This is an optimization exercise on Yosys and OpenROAD, whose aim is small area, a short achievable clock period and few clock cycles per item, not a production implementation. The RTL of this run was laid out without a check of its function.

**config.mk**
```make
export PLATFORM = sky130hd
export DESIGN_NAME = mac_dsp_pipe
export DESIGN_NICKNAME = mac_dsp_pipe
export VERILOG_FILES = /design/flow/design.v
export SDC_FILE = /design/flow/constraint.sdc
export NUM_CORES = 4
export LEC_CHECK = 0
export CAP_MARGIN = 20
export CORE_MARGIN = 2
export CORE_UTILIZATION = 40
export PLACE_DENSITY = 0.6
export SLEW_MARGIN = 20
```
**run.sh**
```bash
#!/bin/bash
# synth_recipe.tcl (not shown) runs the flow's synth.tcl, then flattens the netlist and writes it again
# the make line also repeats each setting of config.mk as NAME=value (left out here)
make -C /OpenROAD-flow-scripts/flow DESIGN_CONFIG=/design/flow/config.mk WORK_HOME=/design/flow/orfs CLKGATE_MAP_FILE= SYNTH_SCRIPT=/design/flow/synth_recipe.tcl finish
```
**constraint.sdc**
```tcl
create_clock -name core_clock -period 7.0 [get_ports {clk_i}]
set_input_delay 1.4000 -clock core_clock [delete_from_list [all_inputs] [get_ports {clk_i}]]
set_output_delay 1.4000 -clock core_clock [all_outputs]
set_load 0.01 [all_outputs]
```
**design.v**
```verilog
module mac_dsp_pipe #(
  parameter int A_WIDTH     = 25,
  parameter int B_WIDTH     = 18,
  parameter int ACC_WIDTH   = 48,
  parameter int PIPE_STAGES = 1
) (
  input  logic                 clk_i,
  input  logic                 rst_i,
  input  logic                 valid_i,
  output logic                 ready_o,
  input  logic [A_WIDTH-1:0]   a_i,
  input  logic [B_WIDTH-1:0]   b_i,
  input  logic                 clr_i,
  input  logic                 last_i,
  output logic                 valid_o,
  input  logic                 ready_i,
  output logic [ACC_WIDTH-1:0] acc_o,
  output logic                 ovf_o
);
  localparam int MSB = ACC_WIDTH - 1;
  logic                        take, start, add_ovf, new_frame;
  logic signed [ACC_WIDTH-1:0] acc, base, prod, sum;
  logic                        ovf;
  assign ready_o = !valid_o || ready_i;
  assign take    = valid_i && ready_o;
  assign start   = clr_i || new_frame;
  always_comb begin
    base    = start ? '0 : acc;
    prod    = ACC_WIDTH'($signed(a_i) * $signed(b_i));
    sum     = base + prod;
    add_ovf = (base[MSB] == prod[MSB]) && (sum[MSB] != base[MSB]);
  end
  always_ff @(posedge clk_i) begin
    if (rst_i) begin
      new_frame <= 1'b1;
      valid_o   <= 1'b0;
    end else begin
      if (take) new_frame <= last_i;
      if (ready_o) valid_o <= take && last_i;
    end
  end
  always_ff @(posedge clk_i) begin
    if (take) begin
      acc <= sum;
      ovf <= (ovf && !start) || add_ovf;
    end
  end
  assign acc_o = acc;
  assign ovf_o = ovf;
endmodule
```
==> summary.txt <==
Critical path
  • Required @ worst endpoint: 7.05 ns
  • Startpoint types: primary input
  • Crit Path Max Fanout: 6
  • Setup CP Type: in2reg
  • CP max stage delay: 0.58 ns
  • Worst path slowest cell: fa_1
  • Critical Path End Type: register
  • Worst EP arrival: 8.99 ns
  • Crit-path most repeated cell: fa_1
  • R2R depth: 16

Drt
  • Final WL: 56.7 mm
  • 1st-iter DRT viols: 793
  • Via count: 16300
  • DR WL/cell: between 15 and 20 um
  • Avg Vias per Cell: 4.81
  • Remaining antenna violation count after routing: 0
  • Pre-antenna DRT Iters: 5
  • DRC: 0

Timing
  • RSZ-0062 raised after global routing: true
  • Worst-margin pin slew: 0.656 ns
  • Final period util: 128%
  • Post-route minimum period: 8.94 ns
  • Setup violators final: 36
  • Fmax: 112 MHz
  • Setup_tns: -42.69 ns
  • Clock skew: 0.00485 ns
  • Post-route setup slack: -1.94 ns
  • Final slew viol count: 0
  • Hold Slack: 0.535 ns
  • Hold Vio Cnt, Final: 0
  • Slew headroom: 56.2%

Clocking
  • Root buf cell: clkbuf_16
  • Post-CTS Hold Fix Bufs: 0
  • Clock sinks: 51
  • Reg clk slew, reported paths: 0.07 ns
  • H-tree depth: 2
  • Worst skew pair latency: 0.31 ns
  • CTS tree: yes
  • CTS max path bufs: 2
  • Num CTS Buffers: 5

Layout
  • Share of layout cells above drive strength 1: between 30% and 40%
  • # nets final: between 3000 and 4000
  • Most frequent cells in the layout: inv_1, fa_1, buf_4
  • Ant. Diodes: 0
  • Utilization after layout: 55.0%
  • Layout area overhead: 36.6%
  • Commonest non-fill, non-tap cell in the layout: inv_1

Global routing
  • Gr usage total: 22.6%
  • Largest net degree at the start of global routing: 43
  • First-pass GRT wire length: approximately 95 mm
  • Vias in the first global route: 18000
  • Initial antenna violation count: 0
  • GRT Residual Overflow: 0

Place
  • Post-DP HPWL: 46.7 mm
  • IO Port Bufs: 99
  • Final GP Congestion: 0.903

Die
  • IO Count: 100
  • Core area: 49800 um^2
  • FP Rows: 82
  • Starting Density: 40.3%
  • Full die area: between 50000 and 60000 um^2
  • Die height: 228 um
  • Die span in x: 228 um

Logic synthesis
  • Share of flip-flops with an asynchronous set or reset: 0%
  • Distinct cells, synth: 63
  • Top post-synthesis cells by area: fa_1, inv_1, ha_1
  • Synthesized net count: ~2900
  • Sequential share of the synthesized area: 7.54%
  • Syn Inst Count: roughly 2200
  • Post-synth EDFFs: 49
  • #FFs+latches synth: 51
  • Post-synth top area cell: fa_1
  • Share of the synthesized area in the top cell type: 44.2%
  • Post-Syn Area: 20000 um^2
  • Syn avg cell area: 9.06 um^2
  • Yosys warnings: 1
  • Synth Flop Type: edfxtp_1

Min path
  • Hold Path Cell Cnt: 2
  • Hold Path Class: reg2reg

Flow run
  • Maxcap violations: 0

Run status
  • Run status: finished with violations
  • Violated checks: setup timing
logic make-up (layout without fill, tap and decap cells):
logic type | Yosys count | in the layout | share of synthesized area (%)
and+or+nand+nor | 640 | 640 | 15.5
buffers and inverters | 603 | 1101 | 11.3
adders and majority gates | 596 | 596 | 53.8
AOI/OAI and AO/OA | 231 | 231 | 7.86
xor gates and xnor gates | 91 | 91 | 3.98
DFF | 51 | 51 | 7.54
sequential cells by signal, summed over array words and instances (netlist names):
| signal | flops |
|---|---|
| new_frame | 1 |
| valid_o | 1 |
| ovf | 1 |
| acc | 48 |
synthesized netlist by cell type (all sizes together) (2+ instances only):
library cell and instances:
a211o 8, inv 514, a211oi 7, o21a 3, nand4 10, dfxtp 2
o211ai 3, xor2 31, xnor2 60, nand3 13, or2 3, a311oi 2
o22ai 3, and4 3, and3 10, a21o 48, a31o 3, o31ai 2
a21oi 80, nor2 48, fa 442, nor3 4, nand2b 18, ha 154
nor4 2, o21bai 18, o21ai 34, clkbuf 87, nand2 315, and2 197
edfxtp 49, a31oi 7, a2111oi 2, nor2b 11
per-stage QoR:
| step | cell area, um^2 | std cells | worst slack [ns] |
|---|---|---|---|
| floorplan | 20700 | 2212 | -1.86 |
| global placement | 25100 | 3279 | -2.67 |
| detailed placement | 25100 | 3279 | -2.77 |
| CTS | 26500 | 3356 | -1.91 |
| global route | 27400 | 3382 | -2.19 |
| finish | 27400 | 3382 | -1.94 |
what timing repair did:
action,in CTS,in global routing
resized for setup,312,193
pin swaps,144,152
setup endpoints to repair,39,39
buffers inserted,64,37
endpoints found under the hold margin,0,0
cloned,8,1
worst max-delay path, delay by kind of cell:
kind | cells | cell delay (ns)
AOI/OAI and AO/OA | 10 | 2.11
buffers and inverters | 8 | 0.54
xor gates and xnor gates | 1 | 0.16
and+or+nand+nor | 5 | 1.06
adders and majority gates | 8 | 3.72
layout make-up:
| class | count | area [um^2] |
|---|---|---|
| Multi-Input combinational cell | 1558 | 17600 |
| Clock inverter | 2 | 35.0 |
| Sequential cell | 51 | 1510 |
| Tap cell | 672 | 841 |
| Inverter | 515 | 1930 |
| Timing Repair Buffer | 578 | 5290 |
| Fill cell | 4371 | 22400 |
| Clock buffer | 6 | 139 |
worst paths after layout:
| kind | from | end | slack [ns] |
|---|---|---|---|
| worst max-delay path | b_i[8] | acc[46] | -1.94 |
| worst min-delay path | valid_o | valid_o | 0.53 |
| worst max register to register | new_frame | ovf | 2.86 |
| worst min register to register | valid_o | valid_o | 0.53 |
per-layer routing:
layer  share of wire (%)  track usage (%)  wire [um]
met1                  45             32.4      25500
met2                  49             37.1      27500
met3                 3.8             1.79       2180
met4                 2.6             5.59       1480
met5                   0                0          0

==> re-timing with driven ports <==
Ports are ideal in the flow. The routed layout listed here was re-timed in OpenROAD. Step 1, drivers: a clkbuf_16 drives clk_i and a buf_2 each remaining input, both assumed. Step 2 also shifts input and output timing later by t, the mid clock arrival at the registers, as if the neighbouring blocks saw the same clock. a / b / c = ideal ports / drivers / drivers and shift; a / b = the first two.
t, ns: 0.346
setup slack, ns: -1.936 / -1.953 / -2.299
worst hold slack (ns): 0.535 / 0.535 / 0.535
The setup slack of this run moves by -0.017 ns with the drivers and by -0.363 ns with both steps.
